Source: an optimization exercise on an open RTL-to-GDS flow (aim: small area). Production flows keep margins and buffers that such runs may drop. Only simulation tests tie the RTL to the original design; equivalence was not proved. No activity file was given, so power comes from the tool's default toggle rates. The flow treats the clock pin as an ideal source, which a real chip does not have.

job 668:
==> flow/design.v <==
module rm_aoi222 (
    input  logic a0, b0, a1, b1, a2, b2,
    output logic y
);
    assign y = ~((a0 & b0) | (a1 & b1) | (a2 & b2));
endmodule
module rm_nand4 (
    input  logic a, b, c, d,
    output logic y
);
    assign y = ~(a & b & c & d);
endmodule
module rm_nand3 (
    input  logic a, b, c,
    output logic y
);
    assign y = ~(a & b & c);
endmodule
module rm_nor2 (
    input  logic a, b,
    output logic y
);
    assign y = ~(a | b);
endmodule
module rm_nand2 (
    input  logic a, b,
    output logic y
);
    assign y = ~(a & b);
endmodule
module rm_and3 (
    input  logic a, b, c,
    output logic y
);
    assign y = a & b & c;
endmodule
module rm_or2 (
    input  logic a, b,
    output logic y
);
    assign y = a | b;
endmodule
module rm_rdbit #(
    parameter int N     = 49,
    parameter bit EXTRA = 1'b0
) (
    input  logic [N-1:0] sel,
    input  logic [N-1:0] d,
    input  logic         extra_n,
    output logic         y
);
    logic [15:0] n;
    logic        n16;
    logic [3:0]  h;
    logic [1:0]  g;
    for (genvar j = 0; j < 16; j++) begin : g_aoi
        rm_aoi222 u (.a0(sel[3*j]), .b0(d[3*j]), .a1(sel[3*j+1]), .b1(d[3*j+1]),
                     .a2(sel[3*j+2]), .b2(d[3*j+2]), .y(n[j]));
    end
    rm_nand2 u_last (.a(sel[48]), .b(d[48]), .y(n16));
    for (genvar j = 0; j < 4; j++) begin : g_nand
        rm_nand4 u (.a(n[4*j]), .b(n[4*j+1]), .c(n[4*j+2]), .d(n[4*j+3]), .y(h[j]));
    end
    rm_nor2  u_g0 (.a(h[0]), .b(h[1]), .y(g[0]));
    rm_nor2  u_g1 (.a(h[2]), .b(h[3]), .y(g[1]));
    if (EXTRA) begin : g_x
        rm_nand4 u_out (.a(g[0]), .b(g[1]), .c(n16), .d(extra_n), .y(y));
    end else begin : g_nx
        rm_nand3 u_out (.a(g[0]), .b(g[1]), .c(n16), .y(y));
    end
endmodule
module apb_modport #(
    parameter int ADDR_WIDTH     = 32,
    parameter int DATA_WIDTH     = 32,
    parameter int NO_OF_SLAVES   = 7,
    parameter int REGS_PER_SLAVE = 8
) (
    input  logic                    pclock,
    input  logic                    presetn,    
    input  logic [ADDR_WIDTH-1:0]   paddr,
    input  logic [DATA_WIDTH-1:0]   pwdata,
    input  logic                    pwrite,
    input  logic [NO_OF_SLAVES-1:0] psel_x,
    input  logic                    penable,
    output logic [DATA_WIDTH-1:0]   prdata,
    output logic                    pready,
    output logic                    pslverr
);
    localparam int DATA_REGS = REGS_PER_SLAVE - 1;
    localparam int IDX_W     = $clog2(REGS_PER_SLAVE);
    localparam int WIN_LSB   = IDX_W + 2;
    localparam logic [15:0] ID_TAG = 16'hA9B0;
    localparam int NW        = NO_OF_SLAVES * DATA_REGS;
    logic [DATA_WIDTH-1:0] data_q [NW];
    logic [NW-1:0]         valid_q;
    logic [NW-1:0]         valid_d;
    logic [IDX_W-1:0]      reg_idx;
    logic                  sel_any;
    logic                  sel_multi;
    logic                  access;
    logic                  addr_ok;
    logic                  xfer_err;
    logic                  wr_en;
    logic                  rd_en;
    logic [REGS_PER_SLAVE-1:0] idx_dec;
    logic [REGS_PER_SLAVE-1:0] idx_dec_n;
    logic [NO_OF_SLAVES-1:0]   wk_n;
    logic [NO_OF_SLAVES-1:0]   rk;
    logic [NW-1:0]         wsel;
    logic [NW-1:0]         rsel;
    logic [DATA_WIDTH-1:0] id_word;
    logic [DATA_WIDTH-1:0] rd_id;
    always_comb begin
        sel_multi = 1'b0;
        for (int a = 0; a < NO_OF_SLAVES; a++)
            for (int b = a + 1; b < NO_OF_SLAVES; b++)
                sel_multi = sel_multi | (psel_x[a] & psel_x[b]);
    end
    assign sel_any  = |psel_x;
    assign reg_idx  = paddr[WIN_LSB-1:2];
    assign addr_ok  = ~|paddr[1:0] & ~|paddr[ADDR_WIDTH-1:WIN_LSB];
    assign access   = sel_any & penable;
    assign xfer_err = sel_multi | ~addr_ok | (pwrite & (reg_idx == IDX_W'(DATA_REGS)));
    assign wr_en    = access & pwrite & ~sel_multi & addr_ok;
    assign rd_en    = access & ~pwrite & ~sel_multi & addr_ok & ~presetn;
    always_comb
        for (int r = 0; r < REGS_PER_SLAVE; r++) begin
            idx_dec[r]   = (reg_idx == IDX_W'(r));
            idx_dec_n[r] = ~idx_dec[r];
        end
    always_comb
        for (int k = 0; k < NO_OF_SLAVES; k++) begin
            wk_n[k] = ~(wr_en & psel_x[k]);
            rk[k]   = rd_en & psel_x[k];
        end
    for (genvar k = 0; k < NO_OF_SLAVES; k++) begin : g_bank
        for (genvar r = 0; r < DATA_REGS; r++) begin : g_word
            localparam int W = k * DATA_REGS + r;
            rm_nor2 u_ws (.a(wk_n[k]), .b(idx_dec_n[r]), .y(wsel[W]));
            rm_or2  u_vd (.a(valid_q[W]), .b(wsel[W]), .y(valid_d[W]));
            rm_and3 u_rs (.a(rk[k]), .b(idx_dec[r]), .c(valid_q[W]), .y(rsel[W]));
        end
    end
    always_comb begin
        id_word = '0;
        for (int k = 0; k < NO_OF_SLAVES; k++)
            id_word = id_word | ({DATA_WIDTH{psel_x[k]}} & DATA_WIDTH'({ID_TAG, 8'h00, 8'(k)}));
        rd_id = id_word & {DATA_WIDTH{rd_en & idx_dec[DATA_REGS]}};
    end
    for (genvar b = 0; b < DATA_WIDTH; b++) begin : g_rd
        localparam logic [DATA_WIDTH-1:0] ID_ONES = DATA_WIDTH'({ID_TAG, 16'h00FF});
        logic [NW-1:0] col;
        for (genvar w = 0; w < NW; w++) begin : g_col
            assign col[w] = data_q[w][b];
        end
        rm_rdbit #(.N(NW), .EXTRA(ID_ONES[b])) u_bit (.sel(rsel), .d(col), .extra_n(~rd_id[b]), .y(prdata[b]));
    end
    always_ff @(posedge pclock or posedge presetn) begin
        if (presetn) valid_q <= '0;
        else         valid_q <= valid_d;
    end
    always_ff @(posedge pclock) begin
        for (int w = 0; w < NW; w++)
            if (wsel[w]) data_q[w] <= pwdata;
    end
    assign pready  = access & ~presetn;
    assign pslverr = access & xfer_err & ~presetn;
endmodule
clock: 12.0 ns
lec_check: 0
cap_margin: 10
core_margin: 2
core_utilization: 65
cts_buf_list: sky130_fd_sc_hd__clkbuf_16
cts_cluster_diameter: 100
cts_cluster_size: 32
place_density: 0.85
slew_margin: 10
synth_hierarchical: 1
synth_minimum_keep_size: 0
buffer_ports_args: -buffer_cell sky130_fd_sc_hd__buf_1
cts_args: -sink_clustering_enable -repair_clock_nets -sink_clustering_size 32 -sink_clustering_max_diameter 100 -buf_list sky130_fd_sc_hd__clkbuf_16 -dont_use_dummy_load
standard.sh (not shown) runs the stock make flow with config.mk's settings and CLKGATE_MAP_FILE= SYNTH_SCRIPT=/design/flow/synth_recipe.tcl, a recipe that flattens the netlist after the stock synthesis.
==> flow/flow/run.sh <==
#!/bin/bash
# Own flow: the standard ORFS layout, with smaller port buffers and a clock
# tree without dummy balancing loads.
set -euo pipefail
{
  echo 'export BUFFER_PORTS_ARGS = -buffer_cell sky130_fd_sc_hd__buf_1'
  echo 'export CTS_ARGS = -sink_clustering_enable -repair_clock_nets -sink_clustering_size 32 -sink_clustering_max_diameter 100 -buf_list sky130_fd_sc_hd__clkbuf_16 -dont_use_dummy_load'
} >> config.mk
cp config.mk config_mk.txt
bash standard.sh finish > standard.log 2>&1
Job 668 ended with every stage complete and zero timing, DRC or antenna violations.
Edits applied to the flow inputs when going from job 668 to job 2369:
Settings: changing SLEW_MARGIN from 10 to 0; changing CAP_MARGIN from 10 to 0; changing CORE_UTILIZATION from 65 to 40.
--- outcome ---
- Across both runs, maximum single-stage delay on the critical path was higher for job 2369 than for job 668.
- On job 2369: net switching power of the design is 0.0000077 W lower than what job 668 gave.
- [compare] base=job 668 new=job 2369: minimum hold slack shrank by 0.0063 ns; cell internal power dissipation did not really move.
- Taking job 668 as the reference, in job 2369 all-layer global routing usage lost 13 points, timing-limited maximum frequency lost 9.0%, cell area after placement picked up an extra about 1.7%, first-iteration DRC count picked up an extra 42, setup skew after layout neither gained nor lost much.

-- afterwards: timing with drivers on the ports --
No port has a modelled driver above. Below, the same layouts with a new extraction and two added sets of constraints. Step 1 assumes that a clkbuf_16 drives the clock port and a buf_2 every other input. Step 2 times the ports against the registers' clock, not the clock port: input delays grow and output delays shrink by t, the midpoint of the rising clock arrivals with the driver on. Three values: ideal, step 1, step 2; two values: the first two.
| run | shift t [ns] | slack for setup (ns) | worst setup path at the end | clock arrival spread, ns |
|---|---|---|---|---|
| job 668 | 0.722 | 3.185 / 3.160 / 3.160 | input to output | 0.055 / 0.055 |
| job 2369 | 0.725 | 2.316 / 2.253 / 2.253 | input to output | 0.062 / 0.062 |
After both steps setup and hold are still met in every run listed. The setup slack of job 2369, which loses most, moves by -0.063 ns with the drivers and by -0.063 ns with both steps.
